From an optimization exercise on the open Yosys and OpenROAD flow, aimed at small area, a short achievable clock period and few clock cycles per item; shortcuts taken in it are not production practice. The RTL was checked by simulation tests, not by an equivalence proof against the original design. Power figures rest on the tool's default switching activity, not on a simulated workload.

### config.mk
export PLATFORM = sky130hd
export DESIGN_NAME = abp_sender_with_queue_unit
export DESIGN_NICKNAME = abp_sender_with_queue_unit
export VERILOG_FILES = /design/flow/design.v
export SDC_FILE = /design/flow/constraint.sdc
export NUM_CORES = 4
export LEC_CHECK = 0
export CAP_MARGIN = 20
export CORE_MARGIN = 2
export CORE_UTILIZATION = 40
export CTS_CLUSTER_DIAMETER = 100
export CTS_CLUSTER_SIZE = 27
export SLEW_MARGIN = 20
### constraint.sdc
create_clock -name core_clock -period 11.0 [get_ports {clk_i}]
set_input_delay 2.2000 -clock core_clock [delete_from_list [all_inputs] [get_ports {clk_i}]]
set_output_delay 2.2000 -clock core_clock [all_outputs]
set_load 0.01 [all_outputs]
### design.v
`timescale 1ns / 1ps
`default_nettype none
package abp_pkg;
  localparam int unsigned QUEUE_DEPTH_DEF = 16;
  localparam logic [15:0] TIMEOUT_RESET = 16'd15;
  localparam int unsigned PAYLOAD_BYTES = 20;
  localparam int unsigned PAYLOAD_W     = 8 * PAYLOAD_BYTES;
  localparam int unsigned PSUM_W = 13;
  localparam int unsigned NROWS = 4;
  localparam logic [1:0] CMD_MSG  = 2'd0;
  localparam logic [1:0] CMD_ACK  = 2'd1;
  localparam logic [1:0] CMD_TICK = 2'd2;
  localparam logic [1:0] CMD_NONE = 2'd3;
endpackage
module abp_csa_rows (
  input  wire [159:0] p,
  input  wire [12:0] nc,
  input  wire seq,
  input  wire ack,
  output logic [3:0][12:0] r
);
  logic t1, t2, t3, t4, t5, t6, t7, t8, t9, t10, t11, t12, t13, t14, t15, t16, t17, t18, t19, t20, t21, t22, t23, t24, t25, t26, t27, t28, t29, t30, t31, t32, t33, t34, t35, t36, t37, t38, t39, t40, t41, t42, t43, t44, t45, t46, t47, t48, t49, t50, t51, t52, t53, t54, t55, t56, t57, t58, t59, t60, t61, t62, t63, t64, t65, t66, t67, t68, t69, t70, t71, t72, t73, t74, t75, t76, t77, t78, t79, t80, t81, t82, t83, t84, t85, t86, t87, t88, t89, t90, t91, t92, t93, t94, t95, t96, t97, t98, t99, t100, t101, t102, t103, t104, t105, t106, t107, t108, t109, t110, t111, t112, t113, t114, t115, t116, t117, t118, t119, t120, t121, t122, t123, t124, t125, t126, t127, t128, t129, t130, t131, t132, t133, t134, t135, t136, t137, t138, t139, t140, t141, t142, t143, t144, t145, t146, t147, t148, t149, t150, t151, t152, t153, t154, t155, t156, t157, t158, t159, t160, t161, t162, t163, t164, t165, t166, t167, t168, t169, t170, t171, t172, t173, t174, t175, t176, t177, t178, t179, t180, t181, t182, t183, t184, t185, t186, t187, t188, t189, t190, t191, t192, t193, t194, t195, t196, t197, t198, t199, t200, t201, t202, t203, t204, t205, t206, t207, t208, t209, t210, t211, t212, t213, t214, t215, t216, t217, t218, t219, t220, t221, t222, t223, t224, t225, t226, t227, t228, t229, t230, t231, t232, t233, t234, t235, t236, t237, t238, t239, t240, t241, t242, t243, t244, t245, t246, t247, t248, t249, t250, t251, t252, t253, t254, t255, t256, t257, t258, t259, t260, t261, t262, t263, t264, t265, t266, t267, t268, t269, t270, t271, t272, t273, t274, t275, t276;
  assign t1 = p[0] ^ p[8] ^ p[16];
  assign t2 = (p[0] & p[8]) | (p[0] & p[16]) | (p[8] & p[16]);
  assign t3 = p[24] ^ p[32] ^ p[40];
  assign t4 = (p[24] & p[32]) | (p[24] & p[40]) | (p[32] & p[40]);
  assign t5 = p[1] ^ p[9] ^ p[17];
  assign t6 = (p[1] & p[9]) | (p[1] & p[17]) | (p[9] & p[17]);
  assign t7 = p[25] ^ p[33] ^ p[41];
  assign t8 = (p[25] & p[33]) | (p[25] & p[41]) | (p[33] & p[41]);
  assign t9 = p[2] ^ p[10] ^ p[18];
  assign t10 = (p[2] & p[10]) | (p[2] & p[18]) | (p[10] & p[18]);
  assign t11 = p[26] ^ p[34] ^ p[42];
  assign t12 = (p[26] & p[34]) | (p[26] & p[42]) | (p[34] & p[42]);
  assign t13 = p[3] ^ p[11] ^ p[19];
  assign t14 = (p[3] & p[11]) | (p[3] & p[19]) | (p[11] & p[19]);
  assign t15 = p[27] ^ p[35] ^ p[43];
  assign t16 = (p[27] & p[35]) | (p[27] & p[43]) | (p[35] & p[43]);
  assign t17 = p[4] ^ p[12] ^ p[20];
  assign t18 = (p[4] & p[12]) | (p[4] & p[20]) | (p[12] & p[20]);
  assign t19 = p[28] ^ p[36] ^ p[44];
  assign t20 = (p[28] & p[36]) | (p[28] & p[44]) | (p[36] & p[44]);
  assign t21 = p[5] ^ p[13] ^ p[21];
  assign t22 = (p[5] & p[13]) | (p[5] & p[21]) | (p[13] & p[21]);
  assign t23 = p[29] ^ p[37] ^ p[45];
  assign t24 = (p[29] & p[37]) | (p[29] & p[45]) | (p[37] & p[45]);
  assign t25 = p[6] ^ p[14] ^ p[22];
  assign t26 = (p[6] & p[14]) | (p[6] & p[22]) | (p[14] & p[22]);
  assign t27 = p[30] ^ p[38] ^ p[46];
  assign t28 = (p[30] & p[38]) | (p[30] & p[46]) | (p[38] & p[46]);
  assign t29 = ~p[7] ^ ~p[15] ^ ~p[23];
  assign t30 = (~p[7] & ~p[15]) | (~p[7] & ~p[23]) | (~p[15] & ~p[23]);
  assign t31 = ~p[31] ^ ~p[39] ^ ~p[47];
  assign t32 = (~p[31] & ~p[39]) | (~p[31] & ~p[47]) | (~p[39] & ~p[47]);
  assign t33 = t1 ^ t3 ^ p[48];
  assign t34 = (t1 & t3) | (t1 & p[48]) | (t3 & p[48]);
  assign t35 = p[56] ^ p[64] ^ p[72];
  assign t36 = (p[56] & p[64]) | (p[56] & p[72]) | (p[64] & p[72]);
  assign t37 = p[80] ^ p[88] ^ p[96];
  assign t38 = (p[80] & p[88]) | (p[80] & p[96]) | (p[88] & p[96]);
  assign t39 = t2 ^ t4 ^ t5;
  assign t40 = (t2 & t4) | (t2 & t5) | (t4 & t5);
  assign t41 = t7 ^ p[49] ^ p[57];
  assign t42 = (t7 & p[49]) | (t7 & p[57]) | (p[49] & p[57]);
  assign t43 = p[65] ^ p[73] ^ p[81];
  assign t44 = (p[65] & p[73]) | (p[65] & p[81]) | (p[73] & p[81]);
  assign t45 = p[89] ^ p[97] ^ p[105];
  assign t46 = (p[89] & p[97]) | (p[89] & p[105]) | (p[97] & p[105]);
  assign t47 = p[113] ^ p[121];
  assign t48 = p[113] & p[121];
  assign t49 = t6 ^ t8 ^ t9;
  assign t50 = (t6 & t8) | (t6 & t9) | (t8 & t9);
  assign t51 = t11 ^ p[50] ^ p[58];
  assign t52 = (t11 & p[50]) | (t11 & p[58]) | (p[50] & p[58]);
  assign t53 = p[66] ^ p[74] ^ p[82];
  assign t54 = (p[66] & p[74]) | (p[66] & p[82]) | (p[74] & p[82]);
  assign t55 = p[90] ^ p[98] ^ p[106];
  assign t56 = (p[90] & p[98]) | (p[90] & p[106]) | (p[98] & p[106]);
  assign t57 = p[114] ^ p[122] ^ p[130];
  assign t58 = (p[114] & p[122]) | (p[114] & p[130]) | (p[122] & p[130]);
  assign t59 = p[138] ^ p[146];
  assign t60 = p[138] & p[146];
  assign t61 = t10 ^ t12 ^ t13;
  assign t62 = (t10 & t12) | (t10 & t13) | (t12 & t13);
  assign t63 = t15 ^ p[51] ^ p[59];
  assign t64 = (t15 & p[51]) | (t15 & p[59]) | (p[51] & p[59]);
  assign t65 = p[67] ^ p[75] ^ p[83];
  assign t66 = (p[67] & p[75]) | (p[67] & p[83]) | (p[75] & p[83]);
  assign t67 = p[91] ^ p[99] ^ p[107];
  assign t68 = (p[91] & p[99]) | (p[91] & p[107]) | (p[99] & p[107]);
  assign t69 = p[115] ^ p[123] ^ p[131];
  assign t70 = (p[115] & p[123]) | (p[115] & p[131]) | (p[123] & p[131]);
  assign t71 = p[139] ^ p[147] ^ p[155];
  assign t72 = (p[139] & p[147]) | (p[139] & p[155]) | (p[147] & p[155]);
  assign t73 = t14 ^ t16 ^ t17;
  assign t74 = (t14 & t16) | (t14 & t17) | (t16 & t17);
  assign t75 = t19 ^ p[52] ^ p[60];
  assign t76 = (t19 & p[52]) | (t19 & p[60]) | (p[52] & p[60]);
  assign t77 = p[68] ^ p[76] ^ p[84];
  assign t78 = (p[68] & p[76]) | (p[68] & p[84]) | (p[76] & p[84]);
  assign t79 = p[92] ^ p[100] ^ p[108];
  assign t80 = (p[92] & p[100]) | (p[92] & p[108]) | (p[100] & p[108]);
  assign t81 = p[116] ^ p[124] ^ p[132];
  assign t82 = (p[116] & p[124]) | (p[116] & p[132]) | (p[124] & p[132]);
  assign t83 = p[140] ^ p[148] ^ p[156];
  assign t84 = (p[140] & p[148]) | (p[140] & p[156]) | (p[148] & p[156]);
  assign t85 = t18 ^ t20 ^ t21;
  assign t86 = (t18 & t20) | (t18 & t21) | (t20 & t21);
  assign t87 = t23 ^ p[53] ^ p[61];
  assign t88 = (t23 & p[53]) | (t23 & p[61]) | (p[53] & p[61]);
  assign t89 = p[69] ^ p[77] ^ p[85];
  assign t90 = (p[69] & p[77]) | (p[69] & p[85]) | (p[77] & p[85]);
  assign t91 = p[93] ^ p[101] ^ p[109];
  assign t92 = (p[93] & p[101]) | (p[93] & p[109]) | (p[101] & p[109]);
  assign t93 = p[117] ^ p[125] ^ p[133];
  assign t94 = (p[117] & p[125]) | (p[117] & p[133]) | (p[125] & p[133]);
  assign t95 = p[141] ^ p[149] ^ p[157];
  assign t96 = (p[141] & p[149]) | (p[141] & p[157]) | (p[149] & p[157]);
  assign t97 = t22 ^ t24 ^ t25;
  assign t98 = (t22 & t24) | (t22 & t25) | (t24 & t25);
  assign t99 = t27 ^ p[54] ^ p[62];
  assign t100 = (t27 & p[54]) | (t27 & p[62]) | (p[54] & p[62]);
  assign t101 = p[70] ^ p[78] ^ p[86];
  assign t102 = (p[70] & p[78]) | (p[70] & p[86]) | (p[78] & p[86]);
  assign t103 = p[94] ^ p[102] ^ p[110];
  assign t104 = (p[94] & p[102]) | (p[94] & p[110]) | (p[102] & p[110]);
  assign t105 = p[118] ^ p[126] ^ p[134];
  assign t106 = (p[118] & p[126]) | (p[118] & p[134]) | (p[126] & p[134]);
  assign t107 = p[142] ^ p[150] ^ p[158];
  assign t108 = (p[142] & p[150]) | (p[142] & p[158]) | (p[150] & p[158]);
  assign t109 = t26 ^ t28 ^ t29;
  assign t110 = (t26 & t28) | (t26 & t29) | (t28 & t29);
  assign t111 = t31 ^ ~p[55] ^ ~p[63];
  assign t112 = (t31 & ~p[55]) | (t31 & ~p[63]) | (~p[55] & ~p[63]);
  assign t113 = ~p[71] ^ ~p[79] ^ ~p[87];
  assign t114 = (~p[71] & ~p[79]) | (~p[71] & ~p[87]) | (~p[79] & ~p[87]);
  assign t115 = ~p[95] ^ ~p[103] ^ ~p[111];
  assign t116 = (~p[95] & ~p[103]) | (~p[95] & ~p[111]) | (~p[103] & ~p[111]);
  assign t117 = ~p[119] ^ ~p[127] ^ ~p[135];
  assign t118 = (~p[119] & ~p[127]) | (~p[119] & ~p[135]) | (~p[127] & ~p[135]);
  assign t119 = ~p[143] ^ ~p[151] ^ ~p[159];
  assign t120 = (~p[143] & ~p[151]) | (~p[143] & ~p[159]) | (~p[151] & ~p[159]);
  assign t121 = t33 ^ t35 ^ t37;
  assign t122 = (t33 & t35) | (t33 & t37) | (t35 & t37);
  assign t123 = p[104] ^ p[112] ^ p[120];
  assign t124 = (p[104] & p[112]) | (p[104] & p[120]) | (p[112] & p[120]);
  assign t125 = t34 ^ t36 ^ t38;
  assign t126 = (t34 & t36) | (t34 & t38) | (t36 & t38);
  assign t127 = t39 ^ t41 ^ t43;
  assign t128 = (t39 & t41) | (t39 & t43) | (t41 & t43);
  assign t129 = t45 ^ t47 ^ p[129];
  assign t130 = (t45 & t47) | (t45 & p[129]) | (t47 & p[129]);
  assign t131 = t40 ^ t42 ^ t44;
  assign t132 = (t40 & t42) | (t40 & t44) | (t42 & t44);
  assign t133 = t46 ^ t48 ^ t49;
  assign t134 = (t46 & t48) | (t46 & t49) | (t48 & t49);
  assign t135 = t51 ^ t53 ^ t55;
  assign t136 = (t51 & t53) | (t51 & t55) | (t53 & t55);
  assign t137 = t57 ^ t59;
  assign t138 = t57 & t59;
  assign t139 = t50 ^ t52 ^ t54;
  assign t140 = (t50 & t52) | (t50 & t54) | (t52 & t54);
  assign t141 = t56 ^ t58 ^ t60;
  assign t142 = (t56 & t58) | (t56 & t60) | (t58 & t60);
  assign t143 = t61 ^ t63 ^ t65;
  assign t144 = (t61 & t63) | (t61 & t65) | (t63 & t65);
  assign t145 = t67 ^ t69 ^ t71;
  assign t146 = (t67 & t69) | (t67 & t71) | (t69 & t71);
  assign t147 = t62 ^ t64 ^ t66;
  assign t148 = (t62 & t64) | (t62 & t66) | (t64 & t66);
  assign t149 = t68 ^ t70 ^ t72;
  assign t150 = (t68 & t70) | (t68 & t72) | (t70 & t72);
  assign t151 = t73 ^ t75 ^ t77;
  assign t152 = (t73 & t75) | (t73 & t77) | (t75 & t77);
  assign t153 = t79 ^ t81 ^ t83;
  assign t154 = (t79 & t81) | (t79 & t83) | (t81 & t83);
  assign t155 = t74 ^ t76 ^ t78;
  assign t156 = (t74 & t76) | (t74 & t78) | (t76 & t78);
  assign t157 = t80 ^ t82 ^ t84;
  assign t158 = (t80 & t82) | (t80 & t84) | (t82 & t84);
  assign t159 = t85 ^ t87 ^ t89;
  assign t160 = (t85 & t87) | (t85 & t89) | (t87 & t89);
  assign t161 = t91 ^ t93 ^ t95;
  assign t162 = (t91 & t93) | (t91 & t95) | (t93 & t95);
  assign t163 = t86 ^ t88 ^ t90;
  assign t164 = (t86 & t88) | (t86 & t90) | (t88 & t90);
  assign t165 = t92 ^ t94 ^ t96;
  assign t166 = (t92 & t94) | (t92 & t96) | (t94 & t96);
  assign t167 = t97 ^ t99 ^ t101;
  assign t168 = (t97 & t99) | (t97 & t101) | (t99 & t101);
  assign t169 = t103 ^ t105 ^ t107;
  assign t170 = (t103 & t105) | (t103 & t107) | (t105 & t107);
  assign t171 = t98 ^ t100 ^ t102;
  assign t172 = (t98 & t100) | (t98 & t102) | (t100 & t102);
  assign t173 = t104 ^ t106 ^ t108;
  assign t174 = (t104 & t106) | (t104 & t108) | (t106 & t108);
  assign t175 = t109 ^ t111 ^ t113;
  assign t176 = (t109 & t111) | (t109 & t113) | (t111 & t113);
  assign t177 = t115 ^ t117 ^ t119;
  assign t178 = (t115 & t117) | (t115 & t119) | (t117 & t119);
  assign t179 = t110 ^ t112 ^ t114;
  assign t180 = (t110 & t112) | (t110 & t114) | (t112 & t114);
  assign t181 = t116 ^ t118 ^ t120;
  assign t182 = (t116 & t118) | (t116 & t120) | (t118 & t120);
  assign t183 = t121 ^ t123 ^ p[128];
  assign t184 = (t121 & t123) | (t121 & p[128]) | (t123 & p[128]);
  assign t185 = p[136] ^ p[144];
  assign t186 = p[136] & p[144];
  assign t187 = t122 ^ t124 ^ t125;
  assign t188 = (t122 & t124) | (t122 & t125) | (t124 & t125);
  assign t189 = t127 ^ t129 ^ p[137];
  assign t190 = (t127 & t129) | (t127 & p[137]) | (t129 & p[137]);
  assign t191 = p[145] ^ p[153];
  assign t192 = p[145] & p[153];
  assign t193 = t126 ^ t128 ^ t130;
  assign t194 = (t126 & t128) | (t126 & t130) | (t128 & t130);
  assign t195 = t131 ^ t133 ^ t135;
  assign t196 = (t131 & t133) | (t131 & t135) | (t133 & t135);
  assign t197 = t137 ^ p[154] ^ nc[2];
  assign t198 = (t137 & p[154]) | (t137 & nc[2]) | (p[154] & nc[2]);
  assign t199 = t132 ^ t134 ^ t136;
  assign t200 = (t132 & t134) | (t132 & t136) | (t134 & t136);
  assign t201 = t138 ^ t139 ^ t141;
  assign t202 = (t138 & t139) | (t138 & t141) | (t139 & t141);
  assign t203 = t143 ^ t145 ^ nc[3];
  assign t204 = (t143 & t145) | (t143 & nc[3]) | (t145 & nc[3]);
  assign t205 = t140 ^ t142 ^ t144;
  assign t206 = (t140 & t142) | (t140 & t144) | (t142 & t144);
  assign t207 = t146 ^ t147 ^ t149;
  assign t208 = (t146 & t147) | (t146 & t149) | (t147 & t149);
  assign t209 = t151 ^ t153 ^ nc[4];
  assign t210 = (t151 & t153) | (t151 & nc[4]) | (t153 & nc[4]);
  assign t211 = t148 ^ t150 ^ t152;
  assign t212 = (t148 & t150) | (t148 & t152) | (t150 & t152);
  assign t213 = t154 ^ t155 ^ t157;
  assign t214 = (t154 & t155) | (t154 & t157) | (t155 & t157);
  assign t215 = t159 ^ t161 ^ nc[5];
  assign t216 = (t159 & t161) | (t159 & nc[5]) | (t161 & nc[5]);
  assign t217 = t156 ^ t158 ^ t160;
  assign t218 = (t156 & t158) | (t156 & t160) | (t158 & t160);
  assign t219 = t162 ^ t163 ^ t165;
  assign t220 = (t162 & t163) | (t162 & t165) | (t163 & t165);
  assign t221 = t167 ^ t169 ^ nc[6];
  assign t222 = (t167 & t169) | (t167 & nc[6]) | (t169 & nc[6]);
  assign t223 = t164 ^ t166 ^ t168;
  assign t224 = (t164 & t166) | (t164 & t168) | (t166 & t168);
  assign t225 = t170 ^ t171 ^ t173;
  assign t226 = (t170 & t171) | (t170 & t173) | (t171 & t173);
  assign t227 = t175 ^ t177 ^ nc[7];
  assign t228 = (t175 & t177) | (t175 & nc[7]) | (t177 & nc[7]);
  assign t229 = t172 ^ t174 ^ t176;
  assign t230 = (t172 & t174) | (t172 & t176) | (t174 & t176);
  assign t231 = t178 ^ t179 ^ t181;
  assign t232 = (t178 & t179) | (t178 & t181) | (t179 & t181);
  assign t233 = t30 ^ t32 ^ nc[8];
  assign t234 = (t30 & t32) | (t30 & nc[8]) | (t32 & nc[8]);
  assign t235 = t180 ^ t182;
  assign t236 = t180 & t182;
  assign t237 = t183 ^ t185 ^ p[152];
  assign t238 = (t183 & t185) | (t183 & p[152]) | (t185 & p[152]);
  assign t239 = t184 ^ t186 ^ t187;
  assign t240 = (t184 & t186) | (t184 & t187) | (t186 & t187);
  assign t241 = t189 ^ t191;
  assign t242 = t189 & t191;
  assign t243 = t188 ^ t190 ^ t192;
  assign t244 = (t188 & t190) | (t188 & t192) | (t190 & t192);
  assign t245 = t193 ^ t195 ^ t197;
  assign t246 = (t193 & t195) | (t193 & t197) | (t195 & t197);
  assign t247 = t194 ^ t196 ^ t198;
  assign t248 = (t194 & t196) | (t194 & t198) | (t196 & t198);
  assign t249 = t199 ^ t201 ^ t203;
  assign t250 = (t199 & t201) | (t199 & t203) | (t201 & t203);
  assign t251 = t200 ^ t202 ^ t204;
  assign t252 = (t200 & t202) | (t200 & t204) | (t202 & t204);
  assign t253 = t205 ^ t207 ^ t209;
  assign t254 = (t205 & t207) | (t205 & t209) | (t207 & t209);
  assign t255 = t206 ^ t208 ^ t210;
  assign t256 = (t206 & t208) | (t206 & t210) | (t208 & t210);
  assign t257 = t211 ^ t213 ^ t215;
  assign t258 = (t211 & t213) | (t211 & t215) | (t213 & t215);
  assign t259 = t212 ^ t214 ^ t216;
  assign t260 = (t212 & t214) | (t212 & t216) | (t214 & t216);
  assign t261 = t217 ^ t219 ^ t221;
  assign t262 = (t217 & t219) | (t217 & t221) | (t219 & t221);
  assign t263 = t218 ^ t220 ^ t222;
  assign t264 = (t218 & t220) | (t218 & t222) | (t220 & t222);
  assign t265 = t223 ^ t225 ^ t227;
  assign t266 = (t223 & t225) | (t223 & t227) | (t225 & t227);
  assign t267 = t224 ^ t226 ^ t228;
  assign t268 = (t224 & t226) | (t224 & t228) | (t226 & t228);
  assign t269 = t229 ^ t231 ^ t233;
  assign t270 = (t229 & t231) | (t229 & t233) | (t231 & t233);
  assign t271 = t230 ^ t232 ^ t234;
  assign t272 = (t230 & t232) | (t230 & t234) | (t232 & t234);
  assign t273 = t235 ^ nc[9] ^ 1'b1;
  assign t274 = (t235 & nc[9]) | (t235 & 1'b1) | (nc[9] & 1'b1);
  assign t275 = t236 ^ nc[10];
  assign t276 = t236 & nc[10];
  assign r[0] = {nc[12], t276, t272, t268, t264, t260, t256, t252, t248, t244, t240, t238, t237};
  assign r[1] = {1'b1, nc[11], t274, t270, t266, t262, t258, t254, t250, t246, t242, t239, nc[0]};
  assign r[2] = {1'b0, 1'b0, t275, t271, t267, t263, t259, t255, t251, t247, t243, t241, seq};
  assign r[3] = {1'b0, 1'b0, 1'b1, t273, t269, t265, t261, t257, t253, t249, t245, nc[1], ack};
endmodule
module abp_csa_eq (
  input  wire [3:0][12:0] r,
  output logic       eq
);
  logic e1, e2, e3, e4, e5, e6, e7, e8, e9, e10, e11, e12, e13, e14, e15, e16, e17, e18, e19, e20, e21, e22, e23, e24, e25, e26, e27, e28, e29, e30, e31, e32, e33, e34, e35, e36, e37, e38, e39, e40, e41, e42, e43, e44, e45, e46, e47, e48, e49, e50, e51, e52;
  logic [12:0] x, y;
  assign e1 = r[0][0] ^ r[1][0];
  assign e2 = r[0][0] & r[1][0];
  assign e3 = r[0][1] ^ r[1][1] ^ r[2][1];
  assign e4 = (r[0][1] & r[1][1]) | (r[0][1] & r[2][1]) | (r[1][1] & r[2][1]);
  assign e5 = r[0][2] ^ r[1][2] ^ r[2][2];
  assign e6 = (r[0][2] & r[1][2]) | (r[0][2] & r[2][2]) | (r[1][2] & r[2][2]);
  assign e7 = r[0][3] ^ r[1][3] ^ r[2][3];
  assign e8 = (r[0][3] & r[1][3]) | (r[0][3] & r[2][3]) | (r[1][3] & r[2][3]);
  assign e9 = r[0][4] ^ r[1][4] ^ r[2][4];
  assign e10 = (r[0][4] & r[1][4]) | (r[0][4] & r[2][4]) | (r[1][4] & r[2][4]);
  assign e11 = r[0][5] ^ r[1][5] ^ r[2][5];
  assign e12 = (r[0][5] & r[1][5]) | (r[0][5] & r[2][5]) | (r[1][5] & r[2][5]);
  assign e13 = r[0][6] ^ r[1][6] ^ r[2][6];
  assign e14 = (r[0][6] & r[1][6]) | (r[0][6] & r[2][6]) | (r[1][6] & r[2][6]);
  assign e15 = r[0][7] ^ r[1][7] ^ r[2][7];
  assign e16 = (r[0][7] & r[1][7]) | (r[0][7] & r[2][7]) | (r[1][7] & r[2][7]);
  assign e17 = r[0][8] ^ r[1][8] ^ r[2][8];
  assign e18 = (r[0][8] & r[1][8]) | (r[0][8] & r[2][8]) | (r[1][8] & r[2][8]);
  assign e19 = r[0][9] ^ r[1][9] ^ r[2][9];
  assign e20 = (r[0][9] & r[1][9]) | (r[0][9] & r[2][9]) | (r[1][9] & r[2][9]);
  assign e21 = r[0][10] ^ r[1][10] ^ r[2][10];
  assign e22 = (r[0][10] & r[1][10]) | (r[0][10] & r[2][10]) | (r[1][10] & r[2][10]);
  assign e23 = r[0][11] ^ r[1][11] ^ r[2][11];
  assign e24 = (r[0][11] & r[1][11]) | (r[0][11] & r[2][11]) | (r[1][11] & r[2][11]);
  assign e25 = r[0][12] ^ r[1][12] ^ r[2][12];
  assign e26 = (r[0][12] & r[1][12]) | (r[0][12] & r[2][12]) | (r[1][12] & r[2][12]);
  assign e27 = e1 ^ r[2][0];
  assign e28 = e1 & r[2][0];
  assign e29 = e2 ^ e3 ^ r[3][1];
  assign e30 = (e2 & e3) | (e2 & r[3][1]) | (e3 & r[3][1]);
  assign e31 = e4 ^ e5 ^ r[3][2];
  assign e32 = (e4 & e5) | (e4 & r[3][2]) | (e5 & r[3][2]);
  assign e33 = e6 ^ e7 ^ r[3][3];
  assign e34 = (e6 & e7) | (e6 & r[3][3]) | (e7 & r[3][3]);
  assign e35 = e8 ^ e9 ^ r[3][4];
  assign e36 = (e8 & e9) | (e8 & r[3][4]) | (e9 & r[3][4]);
  assign e37 = e10 ^ e11 ^ r[3][5];
  assign e38 = (e10 & e11) | (e10 & r[3][5]) | (e11 & r[3][5]);
  assign e39 = e12 ^ e13 ^ r[3][6];
  assign e40 = (e12 & e13) | (e12 & r[3][6]) | (e13 & r[3][6]);
  assign e41 = e14 ^ e15 ^ r[3][7];
  assign e42 = (e14 & e15) | (e14 & r[3][7]) | (e15 & r[3][7]);
  assign e43 = e16 ^ e17 ^ r[3][8];
  assign e44 = (e16 & e17) | (e16 & r[3][8]) | (e17 & r[3][8]);
  assign e45 = e18 ^ e19 ^ r[3][9];
  assign e46 = (e18 & e19) | (e18 & r[3][9]) | (e19 & r[3][9]);
  assign e47 = e20 ^ e21 ^ r[3][10];
  assign e48 = (e20 & e21) | (e20 & r[3][10]) | (e21 & r[3][10]);
  assign e49 = e22 ^ e23 ^ r[3][11];
  assign e50 = (e22 & e23) | (e22 & r[3][11]) | (e23 & r[3][11]);
  assign e51 = e24 ^ e25 ^ r[3][12];
  assign e52 = (e24 & e25) | (e24 & r[3][12]) | (e25 & r[3][12]);
  assign x = {e50, e48, e46, e44, e42, e40, e38, e36, e34, e32, e30, e28, e27};
  assign y = {e51, e49, e47, e45, e43, e41, e39, e37, e35, e33, e31, e29, r[3][0]};
  assign eq = &(x ^ y);
endmodule
`default_nettype wire
`timescale 1ns / 1ps
`default_nettype none
module abp_queue #(
  parameter int unsigned DEPTH = 17,
  parameter int unsigned W     = abp_pkg::PAYLOAD_W
) (
  input  wire              clk_i,
  input  wire              push_i,
  input  wire  [W-1:0]     wdata_i,
  input  wire  [DEPTH-1:0] sel_i,
  output logic [W-1:0]     rdata_o
);
  logic [DEPTH-1:0][W-1:0] mem;
  always_ff @(posedge clk_i) begin
    if (push_i) begin
      mem[0] <= wdata_i;
      for (int i = 1; i < DEPTH; i++) begin
        mem[i] <= mem[i-1];
      end
    end
  end
  always_comb begin
    rdata_o = '0;
    for (int i = 0; i < DEPTH; i++) begin
      rdata_o = rdata_o | (mem[i] & {W{sel_i[i]}});
    end
  end
endmodule
`default_nettype wire
`timescale 1ns / 1ps
`default_nettype none
module abp_sender_with_queue_unit #(
  parameter int unsigned QUEUE_DEPTH = abp_pkg::QUEUE_DEPTH_DEF
) (
  input  wire         clk_i,
  input  wire         rst_ni,
  input  wire         cfg_we_i,
  input  wire  [15:0] cfg_wdata_i,
  input  wire         in_valid_i,
  output logic        in_ready_o,
  input  wire  [1:0]  in_cmd_i,
  input  wire         in_seq_i,
  input  wire         in_ack_i,
  input  wire  [31:0] in_checksum_i,
  input  wire  [63:0] in_payload_lo_i,
  input  wire  [63:0] in_payload_mid_i,
  input  wire  [31:0] in_payload_hi_i,
  output logic        out_valid_o,
  input  wire         out_ready_i,
  output logic        out_sent_o,
  output logic        out_seq_o,
  output logic        out_ack_o,
  output logic [31:0] out_checksum_o,
  output logic [63:0] out_lo_o,
  output logic [63:0] out_mid_o,
  output logic [31:0] out_hi_o,
  output logic        out_dropped_o,
  output logic [4:0]  out_queue_level_o
);
  localparam int unsigned PSUM_W = abp_pkg::PSUM_W;
  localparam int unsigned PAY_W  = abp_pkg::PAYLOAD_W;
  localparam int unsigned NR     = abp_pkg::NROWS;
  logic [15:0] timeout_q;
  always_ff @(posedge clk_i or negedge rst_ni) begin
    if (!rst_ni) begin
      timeout_q <= abp_pkg::TIMEOUT_RESET;
    end else if (cfg_we_i) begin
      timeout_q <= cfg_wdata_i;
    end
  end
  logic [1:0]                 a_cmd_q;
  logic                       a_ack_q;
  logic [NR-1:0][PSUM_W-1:0]  a_rows_q;
  logic [PSUM_W-1:0]          a_nk_q;
  logic                       a_upok_q;
  logic                       a_push_q;
  logic                       a_vld_q;
  logic                       out_vld_q;
  logic                       fire;
  logic                       accept;
  logic                       push_in;
  logic [PAY_W-1:0]           in_pay;
  logic [NR-1:0][PSUM_W-1:0]  in_rows;
  logic [PSUM_W-1:0]          in_nk;
  logic                       in_upok;
  assign fire       = a_vld_q && (!out_vld_q || out_ready_i);
  assign in_ready_o = out_ready_i;
  assign accept     = in_valid_i && out_ready_i;
  assign in_pay  = {in_payload_hi_i, in_payload_mid_i, in_payload_lo_i};
  assign in_nk   = in_checksum_i[PSUM_W-1:0] + 13'd1 - {12'd0, in_seq_i} - {12'd0, in_ack_i};
  assign in_upok = (&in_checksum_i[31:12]) || !(|in_checksum_i[31:12]);
  abp_csa_rows u_rows (
    .p   (in_pay),
    .nc  (~in_checksum_i[PSUM_W-1:0]),
    .seq (in_seq_i),
    .ack (in_ack_i),
    .r   (in_rows)
  );
  always_ff @(posedge clk_i or negedge rst_ni) begin
    if (!rst_ni) begin
      a_vld_q <= 1'b0;
    end else if (accept || fire) begin
      a_vld_q <= accept;
    end
  end
  always_ff @(posedge clk_i) begin
    if (accept) begin
      a_cmd_q  <= in_cmd_i;
      a_ack_q  <= in_ack_i;
      a_rows_q <= in_rows;
      a_nk_q   <= in_nk;
      a_upok_q <= in_upok;
      a_push_q <= push_in;
    end
  end
  logic        wait_q, wait_d;
  logic        exp_ack_q, exp_ack_d;
  logic        seq_q, seq_d;
  logic [15:0] timer_q, timer_d;
  logic [4:0]  level_q, level_d;
  logic [QUEUE_DEPTH:0] lvl_q, lvl_d;
  logic                 lvl_inc;
  logic                 lvl_dec;
  logic [PSUM_W-1:0] a_psum;
  logic              sum_eq;
  logic              ack_good;
  logic [15:0]       timer_start;
  always_comb begin
    a_psum = a_nk_q;
    for (int k = 0; k < NR; k++) begin
      a_psum = a_psum + a_rows_q[k];
    end
  end
  logic [PSUM_W-1:0] a_psum_seq;
  always_comb begin
    a_psum_seq = a_nk_q + {12'd0, seq_q};
    for (int k = 0; k < NR; k++) begin
      a_psum_seq = a_psum_seq + a_rows_q[k];
    end
  end
  abp_csa_eq u_eq (
    .r  (a_rows_q),
    .eq (sum_eq)
  );
  assign ack_good    = wait_q && (a_ack_q == exp_ack_q) && sum_eq && a_upok_q;
  assign timer_start = (timeout_q == '0) ? 16'd1 : timeout_q;
  logic snd;
  logic src_resend;
  logic src_head;
  logic src_new;
  logic push;
  logic drop;
  always_comb begin
    wait_d     = wait_q;
    exp_ack_d  = exp_ack_q;
    seq_d      = seq_q;
    timer_d    = timer_q;
    level_d    = level_q;
    lvl_inc    = 1'b0;
    lvl_dec    = 1'b0;
    snd        = 1'b0;
    src_resend = 1'b0;
    src_head   = 1'b0;
    src_new    = 1'b0;
    push       = 1'b0;
    drop       = 1'b0;
    if (a_vld_q) begin
      unique case (a_cmd_q)
        abp_pkg::CMD_MSG: begin
          if (!wait_q) begin
            snd      = 1'b1;
            push     = 1'b1;
            src_head = !lvl_q[0];
            src_new  = lvl_q[0];
          end else if (!lvl_q[QUEUE_DEPTH]) begin
            push    = 1'b1;
            lvl_inc = 1'b1;
            level_d = level_q + 5'd1;
          end else begin
            drop = 1'b1;
          end
        end
        abp_pkg::CMD_ACK: begin
          if (ack_good) begin
            wait_d    = 1'b0;
            timer_d   = '0;
            exp_ack_d = ~exp_ack_q;
            seq_d     = ~seq_q;
            if (!lvl_q[0]) begin
              snd      = 1'b1;
              src_head = 1'b1;
              lvl_dec  = 1'b1;
              level_d  = level_q - 5'd1;
            end
          end
        end
        abp_pkg::CMD_TICK: begin
          if (timer_q != '0) begin
            timer_d = timer_q - 16'd1;
            if (timer_q == 16'd1) begin
              snd        = 1'b1;
              src_resend = 1'b1;
            end
          end
        end
        default: begin
        end
      endcase
    end
    if (snd) begin
      wait_d  = 1'b1;
      timer_d = timer_start;
    end
    if (lvl_inc) begin
      lvl_d = {lvl_q[QUEUE_DEPTH-1:0], 1'b0};
    end else if (lvl_dec) begin
      lvl_d = {1'b0, lvl_q[QUEUE_DEPTH:1]};
    end else begin
      lvl_d = lvl_q;
    end
  end
  always_ff @(posedge clk_i or negedge rst_ni) begin
    if (!rst_ni) begin
      wait_q    <= 1'b0;
      exp_ack_q <= 1'b0;
      seq_q     <= 1'b0;
      timer_q   <= '0;
      level_q   <= '0;
      lvl_q     <= (QUEUE_DEPTH + 1)'(1);
    end else if (fire) begin
      wait_q    <= wait_d;
      exp_ack_q <= exp_ack_d;
      seq_q     <= seq_d;
      timer_q   <= timer_d;
      level_q   <= level_d;
      lvl_q     <= lvl_d;
    end
  end
  logic a_is_ack;
  logic room_q;
  logic room_d;
  logic room_wo_sum;
  logic room_if_sum;
  assign a_is_ack    = a_vld_q && (a_cmd_q == abp_pkg::CMD_ACK);
  assign room_q      = !wait_q || !lvl_q[QUEUE_DEPTH];
  assign room_d      = !wait_d || !lvl_d[QUEUE_DEPTH];
  assign room_wo_sum = a_is_ack ? room_q : room_d;
  assign room_if_sum = a_is_ack && wait_q && (a_ack_q == exp_ack_q) && a_upok_q;
  assign push_in     = accept && (in_cmd_i == abp_pkg::CMD_MSG) &&
                       (room_wo_sum || (room_if_sum && sum_eq));
  logic                   npend;
  logic [QUEUE_DEPTH-1:0] head_pay_sel;
  logic [PAY_W-1:0]       head_pay;
  assign npend = a_vld_q && a_push_q;
  always_comb begin
    for (int i = 0; i < QUEUE_DEPTH; i++) begin
      head_pay_sel[i] = npend ? lvl_q[i] : lvl_q[i+1];
    end
  end
  abp_queue #(
    .DEPTH (QUEUE_DEPTH),
    .W     (PAY_W)
  ) u_queue (
    .clk_i   (clk_i),
    .push_i  (push_in),
    .wdata_i (in_pay),
    .sel_i   (head_pay_sel),
    .rdata_o (head_pay)
  );
  logic             cur_load;
  logic [PAY_W-1:0] cur_pay_q;
  assign cur_load = fire && (src_head || src_new);
  logic snd2;
  assign snd2 = a_vld_q &&
                (((a_cmd_q == abp_pkg::CMD_MSG) && !wait_q) ||
                 ((a_cmd_q == abp_pkg::CMD_ACK) && ack_good && (level_q != '0)) ||
                 ((a_cmd_q == abp_pkg::CMD_TICK) && (timer_q == 16'd1)));
  always_ff @(posedge clk_i) begin
    if (fire) begin
      r_sent_pay_q[0] <= snd;
      r_sent_pay_q[2] <= snd2;
    end
  end
  always_ff @(posedge clk_i or negedge rst_ni) begin
    if (!rst_ni) begin
      r_sent_pay_q[1] <= 1'b1;
      r_sent_pay_q[3] <= 1'b0;
    end else if (fire) begin
      r_sent_pay_q[1] <= snd;
      r_sent_pay_q[3] <= snd2;
    end
  end
  always_ff @(posedge clk_i) begin
    if (cur_load) begin
      cur_pay_q <= head_pay;
    end
  end
  logic [QUEUE_DEPTH-1:0] head_sel;
  logic [PSUM_W-1:0]      head_psum;
  always_comb begin
    for (int i = 0; i < QUEUE_DEPTH; i++) begin
      head_sel[i] = lvl_q[i+1];
    end
  end
  abp_queue #(
    .DEPTH (QUEUE_DEPTH),
    .W     (PSUM_W)
  ) u_psums (
    .clk_i   (clk_i),
    .push_i  (push && fire),
    .wdata_i (a_psum),
    .sel_i   (head_sel),
    .rdata_o (head_psum)
  );
  logic [PSUM_W-1:0] cur_chk_q;
  logic [PSUM_W-1:0] snd_chk;
  logic              snd_seq;
  assign snd_seq = a_is_ack ? !seq_q : seq_q;
  always_comb begin
    if (src_resend) begin
      snd_chk = cur_chk_q;
    end else if (src_head) begin
      snd_chk = head_psum + {12'd0, snd_seq};
    end else begin
      snd_chk = a_psum_seq;
    end
  end
  always_ff @(posedge clk_i or negedge rst_ni) begin
    if (!rst_ni) begin
      cur_chk_q <= '0;
    end else if (fire && snd) begin
      cur_chk_q <= snd_chk;
    end
  end
  logic              r_sent_q;
  logic              r_seq_q;
  logic              r_drop_q;
  logic [3:0]        r_sent_pay_q;
  always_ff @(posedge clk_i or negedge rst_ni) begin
    if (!rst_ni) begin
      out_vld_q <= 1'b0;
      r_sent_q  <= 1'b0;
      r_seq_q   <= 1'b0;
      r_drop_q  <= 1'b0;
    end else begin
      if (fire) begin
        out_vld_q <= 1'b1;
      end else if (out_ready_i) begin
        out_vld_q <= 1'b0;
      end
      if (fire) begin
        r_sent_q <= snd;
        r_seq_q  <= snd && snd_seq;
        r_drop_q <= drop;
      end
    end
  end
  logic [PSUM_W-1:0] out_chk;
  logic [PAY_W-1:0]  out_pay;
  assign out_chk = cur_chk_q & {PSUM_W{r_sent_q}};
  assign out_pay = cur_pay_q & {{32{r_sent_q}}, {32{r_sent_pay_q[3]}}, {32{r_sent_pay_q[2]}},
                                {32{r_sent_pay_q[1]}}, {32{r_sent_pay_q[0]}}};
  assign out_valid_o       = out_vld_q;
  assign out_sent_o        = r_sent_q;
  assign out_seq_o         = r_seq_q;
  assign out_ack_o         = 1'b0;
  assign out_checksum_o    = {{(32-PSUM_W){out_chk[PSUM_W-1]}}, out_chk};
  assign out_lo_o          = out_pay[63:0];
  assign out_mid_o         = out_pay[127:64];
  assign out_hi_o          = out_pay[159:128];
  assign out_dropped_o     = r_drop_q;
  assign out_queue_level_o = level_q;
endmodule
`default_nettype wire
### flow/run.sh
#!/bin/bash
set -euo pipefail
export SETUP_SLACK_MARGIN=6.4
export BUFFER_PORTS_ARGS="-buffer_cell sky130_fd_sc_hd__buf_1"
bash standard.sh > standard.log 2>&1
### standard.sh
#!/bin/bash
# synth_recipe.tcl (not shown) runs the flow's synth.tcl, then flattens the netlist and writes it again
# the make line also repeats each setting of config.mk as NAME=value (left out here)
make -C /OpenROAD-flow-scripts/flow DESIGN_CONFIG=/design/flow/config.mk WORK_HOME=/design/flow/orfs CLKGATE_MAP_FILE= SYNTH_SCRIPT=/design/flow/synth_recipe.tcl "${@:-finish}"
==> results of run 1 <==
[what timing repair did]
action / CTS / global route
setup endpoints to repair: 2768 / 2152
pin swaps: 10 / 11
gates resized for setup: 100 / 47
cloned: 33 / 18
setup buffers: 12 / 8
[stage by stage]
stage | instance area (sq um) | setup WS, ns | utilization [%] | cells
2_1_floorplan | 116500 | -87.42 | - | 6163
3_3_place_gp | 122300 | 4.952 | 42.12 | 10190
3_5_place_dp | 122300 | 4.770 | 42.12 | 10190
4_1_cts | 127800 | 6.357 | 44.02 | 10420
5_1_grt | 128400 | 6.324 | 44.22 | 10460
6_report | 128400 | 6.387 | 44.22 | 10470
[power breakdown]
group          switching, mW  internal, mW  leakage [nW]  total, mW
clock                   3.67          2.54          1.99       6.21
sequential             0.276          13.4          28.1       13.7
combinational           6.48          3.26          10.6       9.74
[flip-flops by register name, summed over array words and instances (netlist names), 2 cells and up]
| register | cells |
|---|---|
| u_queue.mem | 2560 |
| cur_pay_q | 160 |
| r_sent_pay_q | 4 |
| a_nk_q | 13 |
| cur_chk_q | 13 |
| timer_q | 16 |
| lvl_q | 17 |
| a_rows_q | 46 |
| u_psums.mem | 208 |
| level_q | 5 |
| a_cmd_q | 2 |
| timeout_q | 16 |
[final cells by class]
class | count | area share [%]
Clock buffer | 163 | 2.931
Clock inverter | 24 | 0.2504
Timing Repair Buffer | 576 | 3.408
Antenna cell | 15 | 0.02924
Inverter | 269 | 0.8020
Multi-Input combinational cell | 2448 | 17.27
Sequential cell | 3070 | 71.51
Tap cell | 3900 | 3.801
[metal layers]
metal	vias to the layer above	GRT usage (%)	share of wire [%]	wire [um]
met5	-	0	0.020	70
met2	3664	34.67	46	158400
li1	26040	-	-	-
met4	10	7.238	3.5	11910
met3	415	4.220	9.4	32240
met1	34170	31.56	41	139700
[cell usage in the layout (no fill, tap or decap), types with 52 or more instances in the layout]
cell type / Yosys / final
edfxtp_1: 2993 / 2993
clkbuf_16: 0 / 164
buf_4: 27 / 72
nor2_1: 53 / 52
a22o_1: 691 / 691
nand4_1: 178 / 178
dfrtp_1: 71 / 69
ha_1: 55 / 55
and2_1: 176 / 173
a221oi_1: 688 / 688
inv_1: 267 / 260
fa_1: 179 / 174
buf_1: 32 / 395
[how the worst max path moves through the flow]
stage / cells after the start / startpoint / end / slack [ns]
3_3_place_gp: 13 / a_rows_q[1] / u_queue.mem[991] / 4.95
6_report: 10 / in_payload_lo_i[2] / a_rows_q[41] / 6.39
2_1_floorplan: 2 / in_valid_i / a_push_q / -87.42
4_1_cts: 15 / a_rows_q[8] / u_queue.mem[1837] / 6.36
3_5_place_dp: 13 / a_rows_q[1] / u_queue.mem[1151] / 4.77
5_1_grt: 10 / in_payload_lo_i[2] / a_rows_q[41] / 6.32
[critical path: cells and delay by family]
kind,cells,cell delay [ns]
fa+ha+maj,5,2.54
buf+inv,5,0.48
[cells by family after synthesis]
family,Yosys count
simple gates,546
xor+xnor,63
buf+inv,645
mux,44
compound gates,1560
flops,3070
other cells,1
fa+ha+maj,234
==> flow_summary.yaml, run 1 <==
run_status:
  status: "complete, no violations"
synthesis:
  yosys_most_used_dff: "edfxtp_1"
  synth_common_cells: "edfxtp_1 (2993), a22o_1 (691), a221oi_1 (688)"
  yosysMostFrequentCell: "edfxtp_1"
  yosysTopAreaCellShare_pct: 77.17
  synth_area_sq_um: 116500
  synth_compound_area_share_pct: 11.40
  synth-xor-area-share_pct: 0.4738
  synth_area_leaders: "edfxtp_1 (77%), a22o_1 (5.2%), a221oi_1 (5.2%), fa_1 (3.1%), dfrtp_1 (1.5%)"
  async_flop_share_pct: 2.508
  synth_nets: 6614
  synth_top_family_by_area: "compound AO/OA/AOI/OAI gates"
  synthCells: 6163
  ys_ff_latch: 3070
  seq_area_frac_synth_pct: 78.83
  synth_area_leader_cell: "edfxtp_1"
  yosys_warnings: 3
  synth_adder_area_share_pct: 3.668
  synthMuxAreaShare_pct: 0.4437
  syn_area_per_cell_sq_um: 18.90
  yosysUniqueCellTypes: 77
  synth_edf_count: 2993
  synth-simple-area-share_pct: 2.805
timing:
  slew_headroom_pct: 28.79
  tightest_slew_ns: 1.068
  fin_tns_setup_ns: 0
  hold_viol_final: 0
  hold_slack_ns: 0.4321
  fin_crit_sh_pct: 41.94
  rsz0062_at_grt: "yes"
  final.setup_skew_ns: 0.06822
  layout_min_cycle_time_ns: 4.613
  max_freq_mhz: 216.8
  maxSlewViolCount: 0
  setup_viol: 0
global_route:
  grt_pass1_wl_um: 471900
  grt_start_max_net_pins: 209
  grt_pass1_vias: 62180
  gr-total-overflow: 0
  grt_usage_pct: 22.27
  antenna_found_initial: 38
cts:
  cts_tree: "built"
  holdBufCountCts: 0
  clkTransAtPathRegs_ns: 0.11
  numCtsBuffers: 146
  htreeDepth: 4
  clock_sinks: 3070
  clock_path_buffers: 4
  worstSkewPairLatency_ns: 0.89
  cts_root_buf: "clkbuf_16"
floorplanning:
  dieArea_sq_um: 295500
  start_util_pct: 40.11
  rows: 198
  die_y_um: 543.6
  core_sq_um: 290300
  io_pins: 420
  die_width_um: 543.6
critical_path:
  worst-endpoint-required_ns: 11.63
  worst_path_max_delay_cell: "fa_1"
  arrival_ns: 5.24
  critPathCaptureType: "register"
  critical_path_class: "in2reg"
  max_stage_delay_ns: 0.61
  r2r-end: "u_queue.mem[1850]"
  cp_common_cell: "fa_1"
  worst-r2r-cell-count: 16
  ff2ff_setup_slack_ns: 6.48
  crit_chain: "buf_8 -> inv_4 -> fa_2 -> clkinvlp_4 -> fa_1 -> inv_2 -> fa_1 -> fa_1 -> inv_1 -> fa_2"
  start_kind: "input port"
  worstReg2RegStart: "a_rows_q[8]"
  cp_max_fo: 2
route:
  viasPerCell: 6.144
  drt-initial-drc-count: 8956
  vias: 64300
  dr.pass1.iters: 7
  drc_errors: 0
  totalWireLength_um: 342300
  wl_per_cell_um: 32.71
  antenna_left: 0
placement:
  port_buffers: 418
  post-dp-hpwl_um: 194600
  globalplace.congestion: 0.8284
flow_run:
  cap_violations: 0
finish:
  syn_to_final_growth_pct: 10.24
  multi_input_area_sq_um: 22170
  drive_gt1_share_pct: 6.672
  final_nets: 6962
  nFillCells: 25110
  seqCellArea_sq_um: 91820
worst_hold_path:
  min-delay-start: "u_queue.mem[152]"
  hold_class: "reg2reg"
  hold_end: "u_queue.mem[312]"
  worstHoldPathCells: 0
power_and_ir_drop:
  pwr_density_cell_nw_per_um2: 230.7
  ir_drop_mv: 0.3907
  leakagePower_nw: 40.67
  power_mw: 29.62
Testbench counts, summed over its fixed seeds: cycles 24,016, items 24,000.
==> inputs of run 2 (changes only) <==
==> flow/run.sh (replaced) <==
#!/bin/bash
set -euo pipefail
export SETUP_SLACK_MARGIN=6.5
export BUFFER_PORTS_ARGS="-buffer_cell sky130_fd_sc_hd__buf_1"
bash standard.sh > standard.log 2>&1
==> flow_summary.yaml, run 2 <==
finish:
  syn_to_final_growth_pct: 11.94
  largest_register_ffs: 2560
  final_cell_mix: "edfxtp_1 (2993), a22o_1 (691), a221oi_1 (688)"
  final_cells: 10550
  final_nets: 7046
  drive_gt1_share_pct: 8.260
  final_common_cell: "edfxtp_1"
  regMostFlops: "u_queue.mem"
  largest_registers: "u_queue.mem x2560, u_psums.mem x208, cur_pay_q x160"
  nFillCells: 24910
floorplanning:
  rows: 198
  die_width_um: 543.6
  start_util_pct: 40.11
  dieArea_sq_um: 295500
  die_y_um: 543.6
  io_pins: 420
  core_sq_um: 290300
synthesis:
  synth_area_leaders: "edfxtp_1 (77%), a22o_1 (5.2%), a221oi_1 (5.2%), fa_1 (3.1%), dfrtp_1 (1.5%)"
  synth_area_leader_cell: "edfxtp_1"
  synth_edf_count: 2993
  syn_area_per_cell_sq_um: 18.90
  synth_common_cells: "edfxtp_1 (2993), a22o_1 (691), a221oi_1 (688)"
  synth_area_sq_um: 116500
  synthCells: 6163
  yosysUniqueCellTypes: 77
  ys_ff_latch: 3070
  seq_area_frac_synth_pct: 78.83
  yosysMostFrequentCell: "edfxtp_1"
  yosys_most_used_dff: "edfxtp_1"
  synth_nets: 6614
  yosys_warnings: 3
  async_flop_share_pct: 2.508
  yosysTopAreaCellShare_pct: 77.17
critical_path:
  worst_path_max_delay_cell: "buf_6"
  critical_path_class: "in2out"
  arrival_ns: 2.41
  start_kind: "input port"
  max_stage_delay_ns: 0.11
  path_buf_inv: 2
  crit_chain: "buf_12 -> buf_6"
  critPathCaptureType: "primary output"
  cp_max_fo: 2
  worst-endpoint-required_ns: 8.80
  cp_top_family: "buffers and inverters"
placement:
  port_buffers: 418
  globalplace.congestion: 0.8284
  place_ws_ns: 4.770
  dp.cells: 10190
  post-dp-hpwl_um: 194600
route:
  wl_per_cell_um: 32.91
  totalWireLength_um: 347300
  drc_errors: 0
  drt-initial-drc-count: 9634
  vias: 64980
  antenna_left: 0
  viasPerCell: 6.158
  dr.pass1.iters: 7
cts:
  clkTransAtPathRegs_ns: 0.11
  clock_sinks: 3070
  holdBufCountCts: 0
  cts_tree: "built"
  htreeDepth: 4
  clock_path_buffers: 4
  cts_root_buf: "clkbuf_16"
  worstSkewPairLatency_ns: 0.89
  numCtsBuffers: 146
timing:
  layout_min_cycle_time_ns: 4.605
  hold_viol_final: 0
  tightest_slew_ns: 1.064
  fin_crit_sh_pct: 41.87
  maxSlewViolCount: 0
  fin_tns_setup_ns: 0
  max_freq_mhz: 217.1
  rsz0062_at_grt: "yes"
  timing.final.ws_setup_ns: 6.395
  final.setup_skew_ns: 0.07143
  setup_viol: 0
  slew_headroom_pct: 29.06
flow_run:
  cap_violations: 0
worst_hold_path:
  hold_class: "reg2reg"
power_and_ir_drop:
  power_mw: 29.76
  pwr_density_cell_nw_per_um2: 228.3
  ir_drop_mv: 0.3968
  leakagePower_nw: 41.53
global_route:
  grt_usage_pct: 22.45
  grt_start_max_net_pins: 209
  gr-total-overflow: 0
  grt_pass1_vias: 62500
  grt_pass1_wl_um: 475400
  antenna_found_initial: 38
run_status:
  status: "complete, no violations"
-- run 2: cell counts after synthesis --
Identical to the previous run, type by type.
-- run 2: cell families after synthesis --
group	Yosys count	synth area share, %
AO/OA/AOI/OAI	1560	11.40
XOR/XNOR	63	0.4738
buffers and inverters	645	2.374
other	1	0.003220
flip-flops	3070	78.83
multiplexers	44	0.4437
AND/OR/NAND/NOR	546	2.805
adder cells (fa/ha/maj)	234	3.668
-- run 2: metrics by stage --
| step | hold WS (ns) | area (sq um) | utilization, % |
|---|---|---|---|
| floorplan | 0.4264 | 116500 | - |
| global placement | 0.4273 | 122300 | 42.12 |
| detailed placement | 0.4331 | 122300 | 42.12 |
| CTS | 0.4260 | 128600 | 44.29 |
| global route | 0.4389 | 130400 | 44.90 |
| finish | 0.4289 | 130400 | 44.90 |
-- run 2: what timing repair did --
action	4_1_cts	5_1_grt
resized for setup	158	77
setup endpoints to repair	2815	2427
pin swaps	15	27
gates cloned	51	62
buffers inserted	28	14
-- run 2: area by class of cell --
| cell class | instances | area [sq um] | area share (%) |
|---|---|---|---|
| clock inverter | 24 | 321.6 | 0.2466 |
| timing repair buffer | 660 | 6312 | 4.842 |
| inverter | 269 | 1035 | 0.7937 |
| antenna | 18 | 45.04 | 0.03455 |
| multi-input combinational | 2448 | 22200 | 17.03 |
| sequential | 3070 | 91820 | 70.42 |
| clock buffer | 163 | 3764 | 2.887 |
| tap | 3900 | 4880 | 3.743 |
-- run 2: power by group --
part	internal, mW	leakage, nW	total, mW	switching, mW
Combinational	3.33	11.5	9.87	6.54
Clock	2.54	1.99	6.22	3.68
Sequential	13.4	28.1	13.7	0.274
Total	19.3	41.5	29.8	10.5
-- run 2: path summary, 6_finish.rpt --
path | cells after the start | end | slack (ns) | from
setup reg to reg | 18 | u_queue.mem[2122] | 6.46 | a_rows_q[8]
hold reg to reg | 0 | u_queue.mem[1710] | 0.43 | u_queue.mem[1550]
hold / removal | 0 | u_queue.mem[1710] | 0.43 | u_queue.mem[1550]
min in group asynchronous | 1 | cur_chk_q[9] | 1.16 | rst_ni
max in group asynchronous | 2 | r_sent_q | 8.52 | rst_ni
setup / recovery | 2 | in_ready_o | 6.39 | out_ready_i
-- run 2: worst reg2reg max path: cells and delay by family, from the launching register on --
family / cells / cell delay (ns)
adder cells (fa/ha/maj): 2 / 1.09
AND/OR/NAND/NOR: 3 / 0.54
buffers and inverters: 10 / 1.42
flip-flops: 1 / 0.33
XOR/XNOR: 1 / 0.18
AO/OA/AOI/OAI: 2 / 0.71
-- run 2: per-layer routing --
metal / part of all wire (%) / GRT usage (%) / up-vias
met5: 0.020 / 0 / -
met3: 9.2 / 4.218 / 428
met4: 3.3 / 7.110 / 10
li1: - / - / 26220
met2: 46 / 35.09 / 3739
met1: 41 / 31.80 / 34580
==> inputs of run 3 (changes only) <==
==> flow/run.sh (replaced) <==
#!/bin/bash
set -euo pipefail
export SETUP_SLACK_MARGIN=6.4
export BUFFER_PORTS_ARGS="-buffer_cell sky130_fd_sc_hd__buf_1"
bash standard.sh > standard.log 2>&1
--- a/config.mk
+++ b/config.mk
@@ -13 +13,2 @@
 export SLEW_MARGIN = 20
+export TNS_END_PERCENT = 20
==> flow_summary.yaml, run 3 <==
synthesis:
  syn_area_per_cell_sq_um: 18.90
  yosysTopAreaCellShare_pct: 77.17
  synth_edf_count: 2993
  synth_nets: 6614
  synth_area_leaders: "edfxtp_1 (77%), a22o_1 (5.2%), a221oi_1 (5.2%), fa_1 (3.1%), dfrtp_1 (1.5%)"
  synth_area_sq_um: 116500
  yosysMostFrequentCell: "edfxtp_1"
  synthCells: 6163
  yosys_most_used_dff: "edfxtp_1"
  ys_ff_latch: 3070
  synth_area_leader_cell: "edfxtp_1"
  yosysUniqueCellTypes: 77
  async_flop_share_pct: 2.508
  synth_common_cells: "edfxtp_1 (2993), a22o_1 (691), a221oi_1 (688)"
  seq_area_frac_synth_pct: 78.83
  yosys_warnings: 3
timing:
  hold_viol_final: 0
  layout_min_cycle_time_ns: 4.751
  slew_headroom_pct: 24.30
  fin_crit_sh_pct: 43.19
  rsz0062_at_grt: "yes"
  timing.final.ws_setup_ns: 6.249
  fin_tns_setup_ns: 0
  setup_viol: 0
  tightest_slew_ns: 1.136
  final.setup_skew_ns: 0.07239
  maxSlewViolCount: 0
  max_freq_mhz: 210.5
placement:
  place_ws_ns: 4.770
  dp.cells: 10190
  post-dp-hpwl_um: 194600
  port_buffers: 418
  globalplace.congestion: 0.8284
critical_path:
  max_stage_delay_ns: 0.59
  arrival_ns: 5.36
  cp_common_cell: "fa_1"
  cp_top_family: "adder cells"
  worst-r2r-cell-count: 14
  critical_path_class: "in2reg"
  ff2ff_setup_slack_ns: 6.37
  crit_chain: "buf_1 -> fa_1 -> fa_1 -> fa_1 -> fa_1 -> inv_1 -> fa_1"
  critPathCaptureType: "register"
  worst-endpoint-required_ns: 11.61
  cp.depth: 7
  path_buf_inv: 2
  start_kind: "input port"
  cp_max_fo: 2
  worst_path_max_delay_cell: "buf_1"
route:
  antenna_left: 0
  dr.pass1.iters: 6
  wl_per_cell_um: 32.56
  drc_errors: 0
  viasPerCell: 6.133
  totalWireLength_um: 341000
  vias: 64220
  drt-initial-drc-count: 9220
run_status:
  status: "complete, no violations"
finish:
  drive_gt1_share_pct: 6.241
  final_cells: 10470
  final_cell_mix: "edfxtp_1 (2993), a22o_1 (691), a221oi_1 (688)"
  largest_registers: "u_queue.mem x2560, u_psums.mem x208, cur_pay_q x160"
  final_common_cell: "edfxtp_1"
  final_nets: 6965
  syn_to_final_growth_pct: 10.13
  multi_input_area_sq_um: 22160
  seqCellArea_sq_um: 91820
  nFillCells: 25140
  largest_register_ffs: 2560
  fin_util_pct: 44.18
  regMostFlops: "u_queue.mem"
flow_run:
  cap_violations: 0
floorplanning:
  core_sq_um: 290300
  dieArea_sq_um: 295500
  die_y_um: 543.6
  start_util_pct: 40.11
  die_width_um: 543.6
  io_pins: 420
  rows: 198
cts:
  cts_root_buf: "clkbuf_16"
  cts_tree: "built"
  clkTransAtPathRegs_ns: 0.11
  htreeDepth: 4
  clock_sinks: 3070
  worstSkewPairLatency_ns: 0.89
  numCtsBuffers: 146
  clock_path_buffers: 4
power_and_ir_drop:
  power_mw: 29.62
  leakagePower_nw: 40.61
  pwr_density_cell_nw_per_um2: 231.0
  ir_drop_mv: 0.4066
global_route:
  grt_start_max_net_pins: 209
  antenna_found_initial: 39
  grt_usage_pct: 22.21
  grt_pass1_wl_um: 470800
  gr-total-overflow: 0
  grt_pass1_vias: 62090
worst_hold_path:
  hold_class: "reg2reg"
  worstHoldPathCells: 0
run 3: cell counts after synthesis:
Identical to the previous run, type by type.
run 3: layout make-up:
class	count	area share [%]
clock inverters	24	0.2507
clock buffers	163	2.934
repair buffers	579	3.321
diodes	18	0.03512
inverters	269	0.7979
well taps	3900	3.804
flip-flops and latches	3070	71.58
multi-input cells	2448	17.27
run 3: stage by stage:
| stage | hold slack [ns] | cell area [sq um] |
|---|---|---|
| floorplan | 0.4264 | 116500 |
| global placement | 0.4273 | 122300 |
| detailed placement | 0.4331 | 122300 |
| CTS | 0.4260 | 127500 |
| global route | 0.4382 | 128200 |
| finish | 0.4315 | 128300 |
run 3: logic make-up (layout without fill, tap and decap cells):
logic type	Yosys count	after routing	share of synthesized area, %
mux	44	44	0.4437
xor+xnor	63	63	0.4738
compound gates	1560	1560	11.40
flops	3070	3070	78.83
buf+inv	645	1035	2.374
fa+ha+maj	234	234	3.668
simple gates	546	546	2.805
other cells	1	19	0.003220
run 3: worst paths after layout:
| kind | from | endpoint |
|---|---|---|
| max | in_payload_lo_i[7] | a_rows_q[46] |
| min | u_queue.mem[1837] | u_queue.mem[1997] |
| max reg2reg | a_rows_q[8] | u_queue.mem[1066] |
| min reg2reg | u_queue.mem[1837] | u_queue.mem[1997] |
| max in group asynchronous | rst_ni | r_sent_q |
| min in group asynchronous | rst_ni | cur_chk_q[9] |
run 3: metal layers:
layer	share of wire, %	GRT usage, %
met1	41	31.51
met4	3.5	7.052
met2	46	34.64
met5	0.021	0
met3	9.3	4.179
run 3: repair_timing:
action | CTS | global route
setup buffers | 8 | 20
hold buffers | 0 | 0
resized for setup | 76 | 17
pin swaps | 6 | 5
gates cloned | 28 | 18
hold endpoints to repair | 0 | 0
setup endpoints to repair | 2768 | 2439
run 3: worst register-to-register path, stage by stage, from the launching register on:
cell	delay (ns)
edfxtp_1	0.33
inv_1	0.05
fa_1	0.57
inv_1	0.06
fa_1	0.49
xor2_1	0.23
nand4_1	0.13
buf_4	0.17
nor3_4	0.23
nand4_1	0.20
a22o_1	0.30
a2111oi_4	0.45
buf_12	0.20
buf_16	0.25
bufbuf_16	0.61
run 3: report_power, final:
group / leakage (nW) / total, mW / switching, mW / internal (mW)
Clock: 1.99 / 6.20 / 3.66 / 2.54
Sequential: 28.1 / 13.7 / 0.276 / 13.4
Combinational: 10.5 / 9.75 / 6.50 / 3.25
Total: 40.6 / 29.6 / 10.4 / 19.2

==> static timing again, ports no longer ideal <==
In the flow no input, the clock included, has a driving cell. The finished layouts below were timed again as built, in two steps. Step 1 (the two cells are an assumption about what drives the block):
set clk [get_ports {clk_i}]
set_driving_cell -lib_cell sky130_fd_sc_hd__clkbuf_16 $clk
set_driving_cell -lib_cell sky130_fd_sc_hd__buf_2 [delete_from_list [all_inputs] $clk]
Step 2 moves the port delays by t, midway between the first and last clock arrival at a register: inputs arrive t later, outputs are due t later. That takes back most of the time a late clock gives input paths. a / b / c = ideal / step 1 / step 2; a / b = the first two.
| run | t (ns) | slack for setup (ns) | clock arrival spread, ns | worst data-port slew with drivers (ns) |
|---|---|---|---|---|
| run 1 | 0.958 | 6.387 / 6.346 / 5.475 | 0.070 / 0.070 | 0.21 |
| run 2 | 0.956 | 6.395 / 6.346 / 5.528 | 0.073 / 0.073 | 0.21 |
| run 3 | 0.951 | 6.249 / 6.286 / 5.363 | 0.075 / 0.075 | 0.21 |
After both steps every run listed still meets setup and hold. The setup slack of run 1, which loses most, moves by -0.041 ns with the drivers and by -0.912 ns with both steps.
